This design comes from an exercise in tuning for small area, a short achievable clock period and few clock cycles per item on the open sky130 flow, not from production work. No activity file was given, so power comes from the tool's default toggle rates.

Setup of run 1:
==> flow/design.v <==
module bf_tape #(
  parameter int DATA_W = 8,
  parameter int ADDR_W = 8,
  parameter int DEPTH  = 2**ADDR_W
) (
  input  logic              clk,
  input  logic              rst_n,
  input  logic              cmd_valid,
  output logic              cmd_ready,
  input  logic [2:0]        cmd_op,
  input  logic [DATA_W-1:0] cmd_data,
  output logic [DATA_W-1:0] cell_out,
  output logic              cell_zero,
  output logic [ADDR_W-1:0] ptr_out,
  output logic              err
);
  localparam logic [2:0] OP_NOP = 3'd0, OP_INC = 3'd1, OP_DEC = 3'd2, OP_RIGHT = 3'd3,
                         OP_LEFT = 3'd4, OP_WRITE = 3'd5, OP_ADD = 3'd6, OP_CLEAR_ALL = 3'd7;
  localparam int NH = 16;    
  localparam int NL = 16;    
  logic [ADDR_W-1:0] ptr;
  logic [NH-1:0]     ph;     
  logic [NL-1:0]     pl;     
  logic [DATA_W-1:0] cur, nb_r, nb_l;
  logic              zero_q;
  logic              err_q;
  logic              clr_pend;
  logic              ready_q;
  logic [NH-1:0] wh;
  logic [NL-1:0] wl;
  assign wh = ph | {NH{clr_pend}};
  assign wl = pl | {NL{clr_pend}};
  logic [DATA_W-1:0] wdata;
  assign wdata = clr_pend ? '0 : cur;
  logic [DEPTH-1:0][DATA_W-1:0] cells;
  logic [DEPTH-1:0]             rsel;    
  for (genvar i = 0; i < DEPTH; i++) begin : g_cell
    localparam int IM = (i + DEPTH - 2) % DEPTH;
    localparam int IP = (i + 2) % DEPTH;
    always_ff @(posedge clk)
      if (wh[i / NL] && wl[i % NL]) cells[i] <= wdata;
    assign rsel[i] = (ph[IM / NL] && pl[IM % NL]) || (ph[IP / NL] && pl[IP % NL]);
  end
  logic [DATA_W-1:0] rd_b0, rd_b1;
  always_comb begin
    rd_b0 = '0;
    rd_b1 = '0;
    for (int i = 0; i < DEPTH; i++) begin
      if ((i >> 2) & 1) rd_b1 = rd_b1 | (cells[i] & {DATA_W{rsel[i]}});
      else              rd_b0 = rd_b0 | (cells[i] & {DATA_W{rsel[i]}});
    end
  end
  logic              p2_hi;
  logic [DATA_W-1:0] rd_p2, rd_m2;
  assign p2_hi = ptr[2] ^ ptr[1];
  assign rd_p2 = clr_pend ? '0 : (p2_hi ? rd_b1 : rd_b0);
  assign rd_m2 = clr_pend ? '0 : (p2_hi ? rd_b0 : rd_b1);
  logic accept, at_last, at_first;
  assign accept   = cmd_valid && ready_q;
  assign at_last  = ph[NH-1] && pl[NL-1];
  assign at_first = ph[0] && pl[0];
  logic mv_r, mv_l, clr, oob;
  assign mv_r = accept && cmd_op == OP_RIGHT && !at_last;
  assign mv_l = accept && cmd_op == OP_LEFT  && !at_first;
  assign clr  = accept && cmd_op == OP_CLEAR_ALL;
  assign oob  = accept && ((cmd_op == OP_RIGHT && at_last) || (cmd_op == OP_LEFT && at_first));
  logic [DATA_W-1:0] cur_nx;
  logic              zero_nx;
  logic [DATA_W-1:0] neg_cur;
  assign neg_cur = -cur;
  always_comb begin
    cur_nx  = cur;
    zero_nx = zero_q;
    if (accept) begin
      case (cmd_op)
        OP_INC:       begin cur_nx = cur + DATA_W'(1); zero_nx = (cur == '1); end
        OP_DEC:       begin cur_nx = cur - DATA_W'(1); zero_nx = (cur == DATA_W'(1)); end
        OP_WRITE:     begin cur_nx = cmd_data;         zero_nx = (cmd_data == '0); end
        OP_ADD:       begin cur_nx = cur + cmd_data;   zero_nx = (cmd_data == neg_cur); end
        OP_RIGHT:     if (!at_last)  begin cur_nx = nb_r; zero_nx = (nb_r == '0); end
        OP_LEFT:      if (!at_first) begin cur_nx = nb_l; zero_nx = (nb_l == '0); end
        OP_CLEAR_ALL: begin cur_nx = '0; zero_nx = 1'b1; end
        default: ;
      endcase
    end
  end
  always_ff @(posedge clk or negedge rst_n) begin
    if (!rst_n) begin
      ptr      <= '0;
      ph       <= NH'(1);
      pl       <= NL'(1);
      cur      <= '0;
      nb_r     <= '0;
      nb_l     <= '0;
      zero_q   <= 1'b1;
      err_q    <= 1'b0;
      clr_pend <= 1'b1;
      ready_q  <= 1'b0;
    end else begin
      ready_q  <= 1'b1;
      clr_pend <= clr;
      cur      <= cur_nx;
      zero_q   <= zero_nx;
      if (oob) err_q <= 1'b1;
      if (clr) begin
        ptr  <= '0;
        ph   <= NH'(1);
        pl   <= NL'(1);
        nb_r <= '0;
        nb_l <= '0;
      end else if (mv_r) begin
        ptr  <= ptr + ADDR_W'(1);
        pl   <= {pl[NL-2:0], pl[NL-1]};
        if (pl[NL-1]) ph <= {ph[NH-2:0], ph[NH-1]};
        nb_l <= cur;
        nb_r <= rd_p2;
      end else if (mv_l) begin
        ptr  <= ptr - ADDR_W'(1);
        pl   <= {pl[0], pl[NL-1:1]};
        if (pl[0]) ph <= {ph[0], ph[NH-1:1]};
        nb_r <= cur;
        nb_l <= rd_m2;
      end
    end
  end
  assign cmd_ready = ready_q;
  assign cell_out  = cur;
  assign cell_zero = zero_q;
  assign ptr_out   = ptr;
  assign err       = err_q;
endmodule
==> flow/config.mk <==
export PLATFORM = sky130hd
export DESIGN_NAME = bf_tape
export DESIGN_NICKNAME = bf_tape
export VERILOG_FILES = /design/flow/design.v
export SDC_FILE = /design/flow/constraint.sdc
export NUM_CORES = 4
export LEC_CHECK = 0
export CAP_MARGIN = 20
export CORE_MARGIN = 2
export CORE_UTILIZATION = 40
export SETUP_SLACK_MARGIN = 3.5
export SLEW_MARGIN = 20
export TNS_END_PERCENT = 100
==> flow/constraint.sdc <==
create_clock -name core_clock -period 6.0 [get_ports {clk}]
set_input_delay 1.2000 -clock core_clock [delete_from_list [all_inputs] [get_ports {clk}]]
set_output_delay 1.2000 -clock core_clock [all_outputs]
set_load 0.01 [all_outputs]
run.sh (not shown) runs the stock make flow with config.mk's settings and CLKGATE_MAP_FILE= SYNTH_SCRIPT=/design/flow/synth_recipe.tcl, a recipe that flattens the netlist after the stock synthesis.
Every stage of the flow completed for run 1, and the final layout passed the timing, DRC and antenna checks.
Changes in run 2 relative to run 1:
Settings: TNS_END_PERCENT: 100 -> unset; ABC_AREA: unset -> 1.
Findings:
Run 1 leaves less setup margin than run 2.
Run 2: full flow OK, the timing, DRC and antenna checks passed
Endpoint of the most critical setup path: nb_r[5] -> run 1, nb_r[7] -> run 2
sky130_fd_sc_hd__or4_4 as the slowest cell on the critical path was reported by run 1, and sky130_fd_sc_hd__dfstp_4 by run 2.
Run comparison: run 1 largest family of logic cells by synthesized area compound AO/OA/AOI/OAI gates; run 2 largest family of logic cells by synthesized area simple AND/OR/NAND/NOR gates
Compared with run 1, run 2 shows routed wire length that has gone down by a few percent.
Core box area (run 2 vs. run 1) increases by a few percent
Changes observed in run 2 relative to run 1: utilization of the core after routing about even, met2 routed wirelength rose 4.4%, post-layout total power fell 8.3 mW.
Worst setup path startpoint = pl[0]: run 2; worst setup path startpoint = pl[15]: run 1
diff inputs: run 2 => run 3
Settings: CTS_BUF_LIST newly set to sky130_fd_sc_hd__clkbuf_4 sky130_fd_sc_hd__clkbuf_8; TNS_END_PERCENT newly set to 5; ABC_AREA removed (was 1).
## What came out
Run 3 gives less number of instances resized during post-cts repair than run 2 did.
Between run 2 and run 3, the number of inserted diodes is lower for run 2.
For the full die area, run 3 came in 9100 µm² lower than run 2 did.
The setup slack after layout number comes out lower for run 3 vs run 2.
Compared with run 2, in run 3 relative area of clock buffers and inverters in the final design saw little to no change; sequential power saw an increase; post-placement worst setup slack saw a decrease; number of tap cells inserted saw a decrease.
No run of this note included a check of the RTL's function; only the layout flow was run.

==> port drivers added, routing unchanged <==
The results above use ideal ports. As a check the final layouts listed here were re-extracted and re-timed, cells and wires unchanged.
Step 1 assumes that a clkbuf_16 drives the clock port and a buf_2 every other input.
Step 2, shift: input delay + t, output delay - t, t = (earliest + latest rising clock arrival at the registers) / 2. This alone moves slack from input paths to output paths.
Slacks: ideal / step 1 / step 2; pairs: ideal / step 1.
run | shift t [ns] | setup WS [ns] | worst hold slack (ns) | clock arrival spread, ns | pins driven straight from the clock port
run 1 | 0.978 | 2.514 / 2.514 / 2.387 | 0.543 / 0.478 / 0.564 | 0.056 / 0.056 | 1
run 2 | 0.978 | 3.254 / 3.170 / 2.608 | 0.429 / 0.362 / 0.517 | 0.053 / 0.053 | 1
run 3 | 1.180 | 2.470 / 2.470 / 2.292 | 0.333 / 0.265 / 0.541 | 0.087 / 0.087 | 1
After both steps every run listed still meets setup and hold. The setup slack of run 2, which loses most, moves by -0.084 ns with the drivers and by -0.646 ns with both steps.
